Context: an optimization exercise on an open-source flow, tuned for small area, a short achievable clock period and few clock cycles. The choices shown serve that exercise and are no tape-out recipe. No functional check of the RTL was part of any run shown here. No activity file was given, so power comes from the tool's default toggle rates.

<file path="flow/config.mk">
export PLATFORM = sky130hd
export DESIGN_NAME = flexka
export DESIGN_NICKNAME = flexka
export VERILOG_FILES = /design/flow/design.v
export SDC_FILE = /design/flow/constraint.sdc
export NUM_CORES = 4
export LEC_CHECK = 0
export CAP_MARGIN = 20
export CORE_MARGIN = 2
export CORE_UTILIZATION = 40
export CTS_CLUSTER_DIAMETER = 90
export CTS_CLUSTER_SIZE = 24
export SETUP_SLACK_MARGIN = 5
export SLEW_MARGIN = 20
</file>
<file path="flow/run.sh">
#!/bin/bash
# synth_recipe.tcl (not shown) runs the flow's synth.tcl, then flattens the netlist and writes it again
# the make line also repeats each setting of config.mk as NAME=value (left out here)
make -C /OpenROAD-flow-scripts/flow DESIGN_CONFIG=/design/flow/config.mk WORK_HOME=/design/flow/orfs CLKGATE_MAP_FILE= SYNTH_SCRIPT=/design/flow/synth_recipe.tcl finish
</file>
<file path="flow/design.v">
package flexka_pkg;
  typedef logic [16-1:0] word_t;
  typedef logic [$clog2(8):0] in_addr_t;
  typedef logic [$clog2(16)-1:0] out_addr_t;
  typedef logic [31:0] cycle_t;
  typedef enum logic [2:0] {
    NONE    = 3'd0,
    SIZE_A  = 3'd1,
    SIZE_B  = 3'd2,
    DATA_A  = 3'd3,
    DATA_B  = 3'd4,
    OUTADDR = 3'd5,
    START   = 3'd6
  } command_e;
  typedef enum logic [1:0] {
    IDLE, CLEAR, MULTIPLY, FLUSH
  } state_e;
endpackage
`timescale 1ns/100ps
module flexka (
  input  logic        clk,
  input  logic        rstn,
  input  logic        cmd_valid,
  input  logic [2:0]  cmd,
  input  logic [15:0] cmd_data,
  output logic [1:0]  flexka_state,
  output logic [15:0] out_data,
  output logic [31:0] elapsed_cycles
);
  localparam logic [2:0] C_SIZE_A = 3'd1, C_SIZE_B = 3'd2, C_DATA_A = 3'd3,
                         C_DATA_B = 3'd4, C_OUTADDR = 3'd5, C_START = 3'd6;
  localparam int AW = 36;
  function automatic logic [63:0] csa32(input logic [31:0] x, y, z);
    csa32 = {((x & y) | (x & z) | (y & z)) << 1, x ^ y ^ z};
  endfunction
  function automatic logic [2*AW-1:0] csaw(input logic [AW-1:0] x, y, z);
    csaw = {((x & y) | (x & z) | (y & z)) << 1, x ^ y ^ z};
  endfunction
  logic [15:0] mem_a [8];
  logic [15:0] mem_b [8];
  logic [2:0]  ptr_a, ptr_b;
  logic [2:0]  na1, nb1;   
  logic start;
  assign start = cmd_valid && cmd == C_START && !flexka_state[0];
  always_ff @(posedge clk) begin
    if (!rstn) begin
      ptr_a <= '0;
      ptr_b <= '0;
    end else if (cmd_valid) begin
      case (cmd)
        C_SIZE_A: ptr_a <= '0;
        C_SIZE_B: ptr_b <= '0;
        C_DATA_A: ptr_a <= ptr_a + 3'd1;
        C_DATA_B: ptr_b <= ptr_b + 3'd1;
        default: ;
      endcase
    end
  end
  always_ff @(posedge clk) begin
    if (cmd_valid && cmd == C_SIZE_A) na1 <= cmd_data[2:0] - 3'd1;
    if (cmd_valid && cmd == C_SIZE_B) nb1 <= cmd_data[2:0] - 3'd1;
    for (int k = 0; k < 8; k++) begin
      if (cmd_valid && cmd == C_DATA_A && ptr_a == 3'(k)) mem_a[k] <= cmd_data;
      if (cmd_valid && cmd == C_DATA_B && ptr_b == 3'(k)) mem_b[k] <= cmd_data;
    end
  end
  logic        eng, load, l_ce, l_last;
  logic [2:0]  li, lj, li0, lj0;
  assign load   = start || eng;
  assign l_ce   = (li == na1) || (lj == 3'd0);
  assign l_last = l_ce && (li0 == na1) && (lj0 == nb1);
  always_ff @(posedge clk) begin
    if (!rstn) eng <= 1'b0;
    else eng <= load && !l_last;
    if (load && !l_last) begin
      if (!l_ce) begin
        li <= li + 3'd1; lj <= lj - 3'd1;
      end else if (lj0 != nb1) begin
        li <= li0; lj <= lj0 + 3'd1; lj0 <= lj0 + 3'd1;
      end else begin
        li <= li0 + 3'd1; lj <= lj0; li0 <= li0 + 3'd1;
      end
    end else begin
      li <= '0; lj <= '0; li0 <= '0; lj0 <= '0;
    end
  end
  logic [15:0] a_w, b_w;
  assign a_w = mem_a[li];
  assign b_w = mem_b[lj];
  logic        a_v, a_first, a_ce, a_last;
  logic [7:0]  s1, s2, s3;    
  logic [15:0] opb;
  logic [17:0] opb3;
  always_ff @(posedge clk) begin
    if (!rstn) a_v <= 1'b0;
    else a_v <= load;
    a_first <= start;
    a_ce    <= l_ce;
    a_last  <= l_last;
    for (int k = 0; k < 8; k++) begin
      s1[k] <= load && a_w[2*k+1 -: 2] == 2'd1;
      s2[k] <= load && a_w[2*k+1 -: 2] == 2'd2;
      s3[k] <= load && a_w[2*k+1 -: 2] == 2'd3;
    end
    opb  <= b_w;
    opb3 <= 18'(b_w) + {1'b0, b_w, 1'b0};
  end
  logic [31:0] pp [8];
  logic [31:0] l1 [6];
  logic [31:0] l2 [4];
  logic [31:0] l3 [3];
  always_comb begin
    for (int k = 0; k < 8; k++)
      pp[k] = ((s1[k] ? 32'(opb) : 32'd0) | (s2[k] ? 32'({opb, 1'b0}) : 32'd0) |
               (s3[k] ? 32'(opb3) : 32'd0)) << (2 * k);
    for (int g = 0; g < 2; g++) {l1[2*g+1], l1[2*g]} = csa32(pp[3*g], pp[3*g+1], pp[3*g+2]);
    l1[4] = pp[6];
    l1[5] = pp[7];
    for (int g = 0; g < 2; g++) {l2[2*g+1], l2[2*g]} = csa32(l1[3*g], l1[3*g+1], l1[3*g+2]);
    {l3[1], l3[0]} = csa32(l2[0], l2[1], l2[2]);
    l3[2] = l2[3];
  end
  logic [31:0]   br [3];
  logic          b_first, b_ce, b_last, pend;
  logic [AW-1:0] acc_s, acc_c;
  always_ff @(posedge clk) begin
    if (!rstn) begin
      b_ce   <= 1'b0;
      b_last <= 1'b0;
    end else begin
      b_ce   <= a_v && a_ce && !a_last;
      b_last <= a_v && a_last;
    end
    b_first <= a_first;
    for (int k = 0; k < 3; k++) br[k] <= l3[k];
  end
  logic [AW-1:0] x_s, x_c, t1s, t1c, t2s, t2c, t3s, t3c;
  always_comb begin
    x_s = b_first ? '0 : pend ? AW'(acc_s[AW-1:16]) : acc_s;
    x_c = b_first ? '0 : pend ? AW'(acc_c[AW-1:16]) : acc_c;
    {t1c, t1s} = csaw(AW'(br[0]), AW'(br[1]), AW'(br[2]));
    {t2c, t2s} = csaw(t1s, t1c, x_s);
    {t3c, t3s} = csaw(t2s, t2c, x_c);
  end
  always_ff @(posedge clk) begin
    acc_s <= t3s;
    acc_c <= t3c;
    pend  <= b_ce;
  end
  logic        c_v;
  logic [3:0]  wk;
  logic        cout_r;
  logic [15:0] mem_p [14];
  logic [16:0] wsum;
  assign c_v    = pend;
  assign wsum = 17'(acc_s[15:0]) + 17'(acc_c[15:0]) + 17'(cout_r);
  always_ff @(posedge clk) begin
    if (start) begin
      wk     <= '0;
      cout_r <= 1'b0;
    end else if (c_v) begin
      wk     <= wk + 4'd1;
      cout_r <= wsum[16];
    end
    for (int k = 0; k < 14; k++)
      if (c_v && wk == 4'(k)) mem_p[k] <= wsum[15:0];
  end
  logic       busy;
  logic [6:0] cnt;
  always_ff @(posedge clk) begin
    if (!rstn) begin
      busy <= 1'b0;
      cnt  <= '0;
    end else begin
      if (start) busy <= 1'b1;
      else if (b_last) busy <= 1'b0;
      if (start) cnt <= '0;
      else if (busy) cnt <= cnt + 7'd1;
    end
  end
  logic [3:0]  ra0, ra1;
  logic [15:0] out_q;
  logic [31:0] top;
  assign top = acc_s[31:0] + acc_c[31:0] + 32'(cout_r);
  always_ff @(posedge clk) begin
    if (!rstn) begin
      ra0 <= '0;
      ra1 <= '0;
    end else begin
      if (cmd_valid && cmd == C_OUTADDR) ra0 <= cmd_data[3:0];
      ra1 <= ra0;
    end
    if (ra1 == wk) out_q <= top[15:0];
    else if (5'(ra1) == 5'(wk) + 5'd1) out_q <= top[31:16];
    else if (ra1 < wk) out_q <= mem_p[ra1];
    else out_q <= '0;
  end
  assign flexka_state   = {1'b0, busy};
  assign out_data       = out_q;
  assign elapsed_cycles = {25'b0, cnt};
endmodule
</file>
<file path="flow/constraint.sdc">
create_clock -name core_clock -period 8.0 [get_ports {clk}]
set_input_delay 1.6000 -clock core_clock [delete_from_list [all_inputs] [get_ports {clk}]]
set_output_delay 1.6000 -clock core_clock [all_outputs]
set_load 0.01 [all_outputs]
</file>
==> results of run 1 <==
-- cell type report --
| type | count | area, um2 |
|---|---|---|
| Fill cell | 7770 | 47800 |
| Clock buffer | 62 | 1170 |
| Timing Repair Buffer | 126 | 1250 |
| Multi-Input combinational cell | 1609 | 14200 |
| Inverter | 213 | 807 |
| Tap cell | 1155 | 1450 |
| Clock inverter | 11 | 144 |
| Sequential cell | 752 | 20000 |
-- metal layers --
metal	global-route usage (%)	up-vias	wire length [um]
met1	28.5	11400	39900
met3	2.43	186	6390
li1	-	10100	-
met2	33.3	1034	44200
met5	0	-	0
met4	5.13	0	2530
-- Yosys cell counts (13+ instances only) --
master      n
a22o_1     17
a22oi_1    49
and2_1     50
fa_1      146
mux2_2     26
inv_1     211
o211ai_1   14
xor2_1     24
nand3_1    47
a21o_1     26
nor2_1    152
clkbuf_1  130
ha_1      129
dfxtp_1   266
edfxtp_1  486
a211oi_1   13
mux2i_1    65
buf_4      27
and3_1     34
buf_1      21
a21oi_1    78
a221oi_1   35
o21a_1     13
buf_2      19
nor2b_1    22
nand2_1   169
a222oi_1  151
o21ai_0    75
xnor2_1    51
nor3_1     29
-- flip-flops by register name (all words and copies together), names as in the netlist, 4 cells and up --
| signal | count |
|---|---|
| acc_c | 35 |
| acc_s | 36 |
| br | 74 |
| cnt | 7 |
| mem_a | 128 |
| mem_b | 128 |
| mem_p | 224 |
| opb | 15 |
| opb3 | 18 |
| out_q | 16 |
| ra0 | 4 |
| ra1 | 4 |
| s1 | 8 |
| s2 | 8 |
| s3 | 8 |
| wk | 4 |
-- logic make-up after synthesis --
family / after synthesis
AO/OA/AOI/OAI: 581
buffers and inverters: 411
flip-flops: 752
AND/OR/NAND/NOR: 559
other: 1
multiplexers: 93
XOR/XNOR: 75
adder cells (fa/ha/maj): 275
-- critical path: stages (launching register included) --
cell	delay [ns]
dfxtp_4	0.38
buf_6	0.12
ha_4	0.19
a2111o_1	0.44
o2111ai_1	0.11
o21a_2	0.24
inv_1	0.08
fa_2	0.36
nor2b_2	0.13
o21ai_2	0.08
a21boi_2	0.17
o21ai_2	0.08
a21oi_2	0.16
a41o_1	0.27
o41ai_4	0.08
xnor2_1	0.14
-- metrics by stage --
stage | utilization [%] | setup WS, ns | power [W] | hold slack (ns) | std cells
detailed placement | 42.1 | 3.83 | 0.00746 | 0.312 | 3809
global route | 44.9 | 4.70 | 0.0104 | 0.334 | 3928
CTS | 44.3 | 4.76 | 0.00986 | 0.331 | 3913
finish | 44.9 | 4.83 | 0.00989 | 0.330 | 3928
floorplan | - | 4.87 | 0.00651 | 0.310 | 2772
global placement | 42.1 | 4.02 | 0.00739 | 0.312 | 3809
-- path summary, 6_finish.rpt --
kind | startpoint | end | slack [ns] | cells after the start
setup / recovery | lj[1] | opb3[15] | 4.83 | 15
hold / removal | b_ce | pend | 0.33 | 0
setup reg to reg | lj[1] | opb3[15] | 4.83 | 15
hold reg to reg | b_ce | pend | 0.33 | 0
-- power by group through the flow --
stage          logic (W)  clock network [W]  registers, W
2_1_floorplan    0.00159                  0       0.00491
3_3_place_gp     0.00229                  0       0.00511
3_5_place_dp     0.00235                  0       0.00511
4_1_cts          0.00242            0.00243       0.00502
5_1_grt          0.00275            0.00256       0.00505
6_report         0.00250            0.00237       0.00502
-- what timing repair did --
action	CTS	global route
gates cloned	2	1
endpoints found under the hold margin	0	0
pin swaps	26	41
endpoints found under the setup margin	339	292
resized for setup	93	85
setup buffers	29	14
==> flow_summary.ini, run 1 <==
[outcome]
status = complete, no violations

[power]
p_comb_share_pct = 25.2
p_per_area_nw_per_um2 = 254
p_sw_w = 0.00320
seqPwrFrac_pct = 50.8
switching_share_pct = 32.4
p_leak_nw = 14.8
ir_worst_vdd_uv = 208
internal_power_w = 0.00669
p_clk_share_pct = 24.0

[global_route]
grt_pass1_vias = 22500
antenna_found_initial = 0
grtUsageTotal_pct = 20.2
grt_max_degree = 52
grt_overflow = 0
grt_pass1_wl_um = 141000

[sta]
max-slew-margin-rel_pct = 22.9
finClkSkew_ns = 0.0385
hold_violations = 0
setup_viol = 0
max_freq_mhz = 316
finalMaxSlewViolations = 0
fin_setup_tns_ns = 0
post-route-period-util_pct = 39.6
worstMarginPinSlew_ns = 1.16
grt_setup_unrepaired = yes
fin_crit_ns = 3.17

[die]
initial_utilization_pct = 40.4
die_area_um2 = 89900
die_h_um = 300
io_pins = 72
core.rowCount = 108
core_um2 = 86800
die_w_um = 300

[yosys]
synth_top_cell_area_share_pct = 41.7
synth_seq_cells = 752
yosys.area.top_type = edfxtp_1
yosysSeqAreaShare_pct = 56.9
yosysWarnings = 9
synth.area.top_cells = edfxtp_1 42%, dfxtp_1 15%, fa_1 8.3%, ha_1 4.6%, a222oi_1 4.3%
synth-adder-area-share_pct = 13.0
synth_cell_types = 83
synth_flop_cell = edfxtp_1
synth_area_um2 = 35000
synth_xor_area_share_pct = 1.88
synth_edf_count = 486
synthArstFlopShare_pct = 0
synth-simple-area-share_pct = 7.55
postSynthCellCount = 2747
synth_mux_area_share_pct = 2.82
synth_top_family_by_area = compound AO/OA/AOI/OAI gates
synth_compound_area_share_pct = 13.1
syn_avg_cell_area_um2 = 12.7

[place]
place_area_um2 = 36500
gp_congestion = 0.894
portBuffers = 45
hpwl_um = 61400

[hold_path]
hp-class = flop to flop

[worst_setup_path]
required_ns = 8.49
start_kind = flop
end_kind = flop
crit_fanout = 7
crit_type = flop to flop
crit_arrival_ns = 3.65

[final_layout]
final_area_um2 = 38900
area_delta_synth_final_pct = 11.2
final_nets = 3040
mostFrequentLayoutCell = edfxtp_1
final_cell_mix = 486 x edfxtp_1, 250 x dfxtp_1, 207 x inv_1, 153 x nand2_1, 151 x a222oi_1
drive_above_1_share_pct = 11.5
n_antenna_cell = 0

[clocking]
cts-buffers-inserted = 41
cts.sinks = 752
clk_latency_ns = 0.62
hold_buffers = 0
cts-root-buf = clkbuf_16
clockBufferDepth = 3
htreeDepth = 2
cts.clk_slew.worst_paths_ns = 0.10
tritoncts = done

[routing]
drc = 0
drt_pass1_iterations = 17
via_count = 22700
wire_per_inst_um = 23.7
drtIter0Drc = 3561
ant_nets = 0
wl_um = 93000
viasPerCell = 5.78

[run]
drv_cap = 0
==> run 2, diff against run 1 <==
--- a/flow/design.v
+++ b/flow/design.v
@@ -36,6 +36,22 @@
   function automatic logic [2*AW-1:0] csaw(input logic [AW-1:0] x, y, z);
     csaw = {((x & y) | (x & z) | (y & z)) << 1, x ^ y ^ z};
   endfunction
+  function automatic logic [17:0] triple(input logic [15:0] b);
+    logic [17:0] x, y, g, p, cg, cp;
+    x = {2'b0, b};
+    y = {1'b0, b, 1'b0};
+    g = x & y;
+    p = x ^ y;
+    cg = g;
+    cp = p;
+    for (int d = 1; d < 18; d = d * 2)
+      for (int i = 17; i >= 0; i--)
+        if ((i & d) != 0) begin
+          cg[i] = cg[i] | (cp[i] & cg[(i & ~(d - 1)) - 1]);
+          cp[i] = cp[i] & cp[(i & ~(d - 1)) - 1];
+        end
+    triple = p ^ {cg[16:0], 1'b0};
+  endfunction
   logic [15:0] mem_a [8];
   logic [15:0] mem_b [8];
   logic [2:0]  ptr_a, ptr_b;
@@ -103,7 +119,7 @@
       s3[k] <= load && a_w[2*k+1 -: 2] == 2'd3;
     end
     opb  <= b_w;
-    opb3 <= 18'(b_w) + {1'b0, b_w, 1'b0};
+    opb3 <= triple(b_w);
   end
   logic [31:0] pp [8];
   logic [31:0] l1 [6];
==> run 2 against run 1 <==
  * Clock power up 2%
  * Critical path depth up 1
  * Design area shrank 0.84%
  * Largest cell class unchanged
==> flow_summary.ini, run 2 <==
[routing]
drc = 0
viasPerCell = 5.74
wl_um = 91900
drtIter0Drc = 3117
via_count = 22400
drt_pass1_iterations = 17
ant_nets = 0
wire_per_inst_um = 23.6

[worst_setup_path]
start_kind = flop
reg2reg_from = lj[0]
r2r_end = opb3[16]
path_cells = inv_6 > ha_4 > buf_6 > buf_6 > a222oi_1 > nand2_1 > nand2_1 > nand2_2 > ha_1 > a2111o_1 > a31oi_4 > a21oi_4 > a211oi_2 > o21bai_1 > a21o_1 > ha_4
crit_type = flop to flop
crit_arrival_ns = 4.08
reg2reg_setup_slack_ns = 4.47
startpoint = lj[0]
ff2ff_path_depth = 16
required_ns = 8.55
slowest_delay_ns = 0.47
slowest_stage = a2111o_1
crit_path_end = opb3[16]
crit_fanout = 6
end_kind = flop

[place]
hpwl_um = 60500
portBuffers = 45
gp_congestion = 0.879

[power]
seqPwrFrac_pct = 50.7
ir_worst_vdd_uv = 224
p_leak_nw = 14.7
p_per_area_nw_per_um2 = 257
p_comb_share_pct = 24.9
internal_power_w = 0.00672
switching_share_pct = 32.2
p_clk_share_pct = 24.4
p_sw_w = 0.00319

[yosys]
synth.area.top_cells = edfxtp_1 42%, dfxtp_1 15%, fa_1 8.5%, a222oi_1 4.8%, ha_1 4.6%
yosysSeqAreaShare_pct = 57.2
synth_edf_count = 486
yosysMostFrequentCell = edfxtp_1
syn_avg_cell_area_um2 = 12.9
yosysWarnings = 9
synthArstFlopShare_pct = 0
synthTopCellsByCount = 486 x edfxtp_1, 266 x dfxtp_1, 210 x inv_1, 166 x a222oi_1, 159 x nand2_1
synth_top_cell_area_share_pct = 41.9
synth_seq_cells = 752
synth_cell_types = 91
synth_flop_cell = edfxtp_1
postSynthCellCount = 2696
synth_area_um2 = 34800
yosys.area.top_type = edfxtp_1

[die]
die_area_um2 = 89400
core.rowCount = 108
core_um2 = 86500
die_h_um = 299
initial_utilization_pct = 40.3
io_pins = 72
die_w_um = 299

[run]
drv_cap = 0

[final_layout]
area_delta_synth_final_pct = 10.9
reg_top3 = mem_p (224), mem_a (128), mem_b (128)
largest_reg_flops = 224
drive_above_1_share_pct = 10.8
n_antenna_cell = 0
top_register = mem_p
final_cell_mix = 486 x edfxtp_1, 249 x dfxtp_1, 207 x inv_1, 166 x a222oi_1, 150 x nand2_1
final_nets = 3007
mostFrequentLayoutCell = edfxtp_1

[sta]
grt_setup_unrepaired = yes
max_freq_mhz = 283
finalMaxSlewViolations = 0
setup_viol = 0
post-route-period-util_pct = 44.1
max-slew-margin-rel_pct = 26.8
hold_violations = 0
fin_crit_ns = 3.53
worstMarginPinSlew_ns = 1.10
finClkSkew_ns = 0.0341
fin_setup_tns_ns = 0
hold-worst-slack_ns = 0.332

[clocking]
cts.sinks = 752
clk_latency_ns = 0.61
cts-root-buf = clkbuf_16
htreeDepth = 2
cts.clk_slew.worst_paths_ns = 0.09
hold_buffers = 0
tritoncts = done
cts-buffers-inserted = 42
clockBufferDepth = 3

[global_route]
grt_max_degree = 65
grt_pass1_vias = 22300
grt_overflow = 0
grt_pass1_wl_um = 139000
antenna_found_initial = 0
grtUsageTotal_pct = 20.1

[hold_path]
hp-class = flop to flop

[outcome]
status = complete, no violations
==> run 2: cell count changes after synthesis, moves of 6 or more <==
cell,change
nor2b_1,+6
a221oi_1,-17
nand3_1,-11
o21ai_0,-16
nand2_1,-10
a222oi_1,+15
nor2_1,-22
a41oi_1,-7
mux2_2,-12
o2111ai_1,+8
==> run 2: worst min path at each step <==
stage	startpoint	to	slack, ns	cells past startpoint
final	b_ce	pend	0.33	0
after global routing	b_ce	pend	0.34	0
after CTS	b_ce	pend	0.33	0
after detailed placement	a_first	b_first	0.31	0
after global placement	a_first	b_first	0.31	0
after floorplan	a_first	b_first	0.31	0
==> run 2: stage by stage <==
| step | cell area, um2 | util [%] | setup slack, ns | std cells | power [W] |
|---|---|---|---|---|---|
| floorplan | 35100 | - | 4.51 | 2721 | 0.00653 |
| global placement | 36300 | 42.0 | 3.74 | 3757 | 0.00736 |
| detailed placement | 36300 | 42.0 | 3.67 | 3757 | 0.00744 |
| CTS | 38300 | 44.3 | 4.50 | 3879 | 0.00986 |
| global route | 38600 | 44.6 | 4.31 | 3895 | 0.0104 |
| finish | 38600 | 44.6 | 4.47 | 3895 | 0.00990 |
==> run 2: layout make-up <==
cell class / instances / area, um2
clock inverter: 12 / 191
clock buffer: 63 / 1150
timing repair buffer: 145 / 1370
sequential: 752 / 19900
inverter: 212 / 806
multi-input combinational: 1556 / 13700
fill: 7767 / 47900
tap: 1155 / 1450
==> run 2: repair_timing <==
item,in CTS,in global routing
cloned,1,1
endpoints found under the hold margin,0,0
endpoints found under the setup margin,258,310
resized for setup,89,53
pin swaps,25,21
setup buffers,46,15
==> run 2: metal layers <==
metal  global-route usage (%)  part of all wire, %  routed length, um  vias up
met5                        0                    0                  0        -
met4                     4.95                  2.6               2410        0
met3                     2.46                  7.1               6550      168
met2                     33.9                   48              44300     1024
met1                     27.7                   42              38700    11200
li1                         -                    -                  -     9982
==> run 2: cells by family (layout without fill, tap and decap cells) <==
family                   after synthesis  after routing  share of synthesized area [%]
flip-flops                           752            752                           57.2
buffers and inverters                414            432                           4.94
adder cells (fa/ha/maj)              276            276                           13.1
XOR/XNOR                              69             69                           1.74
other                                  1             26                         0.0108
AND/OR/NAND/NOR                      531            532                           7.41
multiplexers                          81             81                           2.49
AO/OA/AOI/OAI                        572            572                           13.1
==> run 2: critical path: cells and delay by family, from the launching register on <==
kind | cells | cell delay, ns
AOI/OAI and AO/OA | 7 | 1.68
adders and majority gates | 3 | 0.76
DFF | 1 | 0.40
buffers and inverters | 3 | 0.32
and+or+nand+nor | 3 | 0.31
==> run 2: power groups by stage <==
| stage | clock (W) | combinational (W) | sequential (W) |
|---|---|---|---|
| floorplan | 0 | 0.00161 | 0.00492 |
| global placement | 0 | 0.00225 | 0.00510 |
| detailed placement | 0 | 0.00234 | 0.00510 |
| CTS | 0.00246 | 0.00238 | 0.00501 |
| global route | 0.00260 | 0.00272 | 0.00505 |
| finish | 0.00241 | 0.00247 | 0.00502 |

-- afterwards: timing with drivers on the ports --
The results above use ideal ports. As a check the final layouts listed here were re-extracted and re-timed, cells and wires unchanged. Step 1: set_driving_cell puts a clkbuf_16 on clk and a buf_2 on each other input, an assumption about the parent block. Step 2 moves the port delays by t, midway between the first and last clock arrival at a register: inputs arrive t later, outputs are due t later. That takes back most of the time a late clock gives input paths. Three values: ideal ports, drivers, drivers and shift; two values: the first two.
run	t, ns	slack for setup (ns)	clock arrival spread, ns	worst register clock-pin slew, ns
run 1	0.663	4.833 / 4.833 / 4.449	0.040 / 0.040	0.10 / 0.10
run 2	0.657	4.472 / 4.472 / 4.420	0.036 / 0.036	0.10 / 0.10
After both steps every run listed still meets setup and hold. The setup slack of run 1, which loses most, moves by 0.000 ns with the drivers and by -0.384 ns with both steps.
